Background: an optimization exercise with open tools, aiming at small area, a short achievable clock period and few clock cycles. Do not read the settings as production practice. Only simulation tests tie the RTL to the original design; equivalence was not proved. Power and IR drop assume default switching activity.

## job 497
Design tetris_board_renderer, start of the top module:
module tetris_board_renderer
(
    input  logic       CLOCK_50,
    input  logic       reset,
    input  logic [9:0] i_x,
    input  logic [8:0] i_y,
    output logic [7:0] o_r,
    output logic [7:0] o_g,
    output logic [7:0] o_b,
    input  logic       bus_wr_valid,
    output logic       bus_wr_ready,
    input  logic [3:0] bus_wr_col,
    input  logic [4:0] bus_wr_row,
    input  logic [2:0] bus_wr_color,
    input  logic       bus_clr_req,
    input  logic       bus_shift_req,
    input  logic [4:0] bus_shift_row,
    output logic       bus_busy,
    output logic       bus_op_done
);
Size in the first run: about 4100 cells after synthesis, ~700 flip-flops, ~34000 µm² of cells after synthesis.
==> flow/config.mk <==
export PLATFORM = sky130hd
export DESIGN_NAME = tetris_board_renderer
export DESIGN_NICKNAME = tetris_board_renderer
export VERILOG_FILES = /design/flow/design.v
export SDC_FILE = /design/flow/constraint.sdc
export NUM_CORES = 4
export LEC_CHECK = 0
export ABC_AREA = 1
export CAP_MARGIN = 20
export CORE_MARGIN = 2
export CORE_UTILIZATION = 55
export CTS_CLUSTER_DIAMETER = 80
export CTS_CLUSTER_SIZE = 24
export PLACE_DENSITY = 0.65
export SETUP_SLACK_MARGIN = 3.0
export SLEW_MARGIN = 20
==> flow/constraint.sdc <==
create_clock -name core_clock -period 5.5 [get_ports {CLOCK_50}]
set_input_delay 1.1000 -clock core_clock [delete_from_list [all_inputs] [get_ports {CLOCK_50}]]
set_output_delay 1.1000 -clock core_clock [all_outputs]
set_load 0.01 [all_outputs]
run.sh (not shown) runs the stock make flow with config.mk's settings and CLKGATE_MAP_FILE= SYNTH_SCRIPT=/design/flow/synth_recipe.tcl, a recipe that flattens the netlist after the stock synthesis.
Testbench counts of job 497, summed over its fixed seeds: cycles 11,597.
[inputs] job 2837 vs job 497
- SETUP_SLACK_MARGIN: 3.0 -> 3.3
- CORE_UTILIZATION: 55 -> 60
- PLACE_DENSITY: 0.65 -> 0.7
==> flow/flow/run.sh (new file) <==
#!/bin/bash
# Layout flow: the standard flow (standard.sh, all steps, unchanged
# synthesis), except that the port buffers are inserted as
# sky130_fd_sc_hd__buf_4. The default pick is a delay cell
# (clkdlybuf4s50_1), which the footprint-matched resizer cannot later swap
# for a real buffer, so it stays on every input and output path.
# Each tool's full output goes to standard.log in the work folder.
set -euo pipefail
bash standard.sh BUFFER_PORTS_ARGS="-buffer_cell sky130_fd_sc_hd__buf_4" finish > standard.log 2>&1
==> flow/standard.sh (new file) <==
#!/bin/bash
# synth_recipe.tcl (not shown) runs the flow's synth.tcl, then flattens the netlist and writes it again
# the make line also repeats each setting of config.mk as NAME=value (left out here)
make -C /OpenROAD-flow-scripts/flow DESIGN_CONFIG=/design/flow/config.mk WORK_HOME=/design/flow/orfs CLKGATE_MAP_FILE= SYNTH_SCRIPT=/design/flow/synth_recipe.tcl "${@:-finish}"
removed: flow/run.sh
Results
- Compared with job 497, in job 2837 minimum clock period after layout dropped 130 ps; number of buffers and inverters on the critical path climbed 1; worst hold slack climbed 4.0 ps.
--- input diff job 2837..job 4063 ---
- TNS_END_PERCENT now 10, previously not set
- SETUP_SLACK_MARGIN now 3.2, was 3.3
==> summary.txt <==
Delta (job 4063 minus job 2837): antenna diode instance count -6; final worst setup slack fell by 59 ps; post-synthesis compound-gate area fraction stayed essentially flat.
Compare job 4063 and job 2837 | final design utilization higher: job 2837
Job 2837 and job 4063 ended up with roughly the same clock edge transition at the registers on the reported setup and hold paths.
The inputs of job 6342 differ from those of job 4063 as listed below.
- ABC_AREA: 1 -> 0
- TNS_END_PERCENT: 10 -> unset
Notes after the runs:
- Job 6342 leaves less setup margin than job 4063.
- Summary — number of stages on the worst setup path, job 6342 relative to job 4063: higher, by 7.
- The synthesized cell count of job 6342 falls short of that of job 4063 by 1454.
- In job 6342 relative to job 4063, highest achievable clock rate had gone down by more than 10%.
- Going from job 4063 to job 6342, sequential cell area fraction in the yosys report shows a reduction of 1.4 points; share of the clock period used by the worst path rose 8.6 points; via count lower; number of cells upsized or downsized after cts now sits higher; first-pass GRT wire length grew by about 12%.
- Between job 6342 and job 4063, the time the final worst path needs with I/O delays and setup is higher for job 6342.
- Switching power in job 6342 is 0.46% higher than in job 4063
Edits applied to the flow inputs when going from job 6342 to job 2702:
- SETUP_SLACK_MARGIN changed from 3.2 to 2.0
- CORE_UTILIZATION changed from 60 to 55
- CTS_CLUSTER_SIZE removed (was 24)
- PLACE_DENSITY changed from 0.7 to 0.65
- CTS_CLUSTER_DIAMETER removed (was 80)
- ABC_AREA changed from 0 to 1
==> flow/run.sh (new file) <==
#!/bin/bash
# synth_recipe.tcl (not shown) runs the flow's synth.tcl, then flattens the netlist and writes it again
# the make line also repeats each setting of config.mk as NAME=value (left out here)
make -C /OpenROAD-flow-scripts/flow DESIGN_CONFIG=/design/flow/config.mk WORK_HOME=/design/flow/orfs CLKGATE_MAP_FILE= SYNTH_SCRIPT=/design/flow/synth_recipe.tcl finish
removed: flow/flow/run.sh
removed: flow/standard.sh
Results
Job 2702 went all the way through synthesis, placement and routing and the layout is clean on timing, DRC and antenna.
The count of plain and timing-repair buffers in the layout in job 2702 is 0.55 times that in job 6342.
Job 2702 vs job 6342 — number of nets produced by synthesis climbed by more than half
[compare] base=job 6342 new=job 2702: post-synthesis instance area shrank by about 2.4%; first-pass GRT wire length shrank by 9.8%; power after layout climbed 12%.
#### Input delta (job 9431 over job 2702)
- SETUP_SLACK_MARGIN now 3.2, was 2.0
- CORE_UTILIZATION now 60, was 55
- CTS_CLUSTER_SIZE now 24, previously not set
- PLACE_DENSITY now 0.7, was 0.65
- CTS_CLUSTER_DIAMETER now 80, previously not set
==> flow/flow/run.sh (new file) <==
#!/bin/bash
# Layout flow: the standard flow (standard.sh, all steps, unchanged
# synthesis), except that the port buffers are inserted as
# sky130_fd_sc_hd__buf_4. The default pick is a delay cell
# (clkdlybuf4s50_1), which the footprint-matched resizer cannot later swap
# for a real buffer, so it stays on every input and output path.
# Each tool's full output goes to standard.log in the work folder.
set -euo pipefail
bash standard.sh BUFFER_PORTS_ARGS="-buffer_cell sky130_fd_sc_hd__buf_4" finish > standard.log 2>&1
==> flow/standard.sh (new file) <==
#!/bin/bash
# synth_recipe.tcl (not shown) runs the flow's synth.tcl, then flattens the netlist and writes it again
# the make line also repeats each setting of config.mk as NAME=value (left out here)
make -C /OpenROAD-flow-scripts/flow DESIGN_CONFIG=/design/flow/config.mk WORK_HOME=/design/flow/orfs CLKGATE_MAP_FILE= SYNTH_SCRIPT=/design/flow/synth_recipe.tcl "${@:-finish}"
removed: flow/run.sh
Results
Job 9431 against job 2702: clock-pin slew on the worst setup and hold paths increased 30 ps; worst setup slack grew by 1080 ps; fraction of area in clock buffers and inverters went down; net count of the finished layout higher.
Arrival time of data at the critical path endpoint, job 2702 and job 9431: larger value in job 2702

port drivers added, routing unchanged:
No port has a modelled driver above. Below, the same layouts with a new extraction and two added sets of constraints.
Step 1, drivers: a clkbuf_16 drives CLOCK_50 and a buf_2 each remaining input, both assumed.
Step 2 also shifts input and output timing later by t, the mid clock arrival at the registers, as if the neighbouring blocks saw the same clock.
a / b / c = no drivers / after step 1 / after step 2; a / b = the first two.
run | shift t [ns] | slack for setup (ns) | worst slew at a driven data input, ns
job 497 | 0.687 | 2.965 / 2.965 / 2.408 | 0.05
job 2837 | 0.667 | 3.092 / 3.092 / 2.756 | 0.05
job 4063 | 0.664 | 3.033 / 3.033 / 2.523 | 0.06
job 6342 | 0.672 | 2.558 / 2.558 / 2.479 | 0.06
job 2702 | 0.678 | 2.052 / 2.052 / 1.726 | 0.05
job 9431 | 0.665 | 3.131 / 3.131 / 2.621 | 0.06
After both steps setup and hold are still met in every run listed. The setup slack of job 497, which loses most, moves by 0.000 ns with the drivers and by -0.557 ns with both steps.
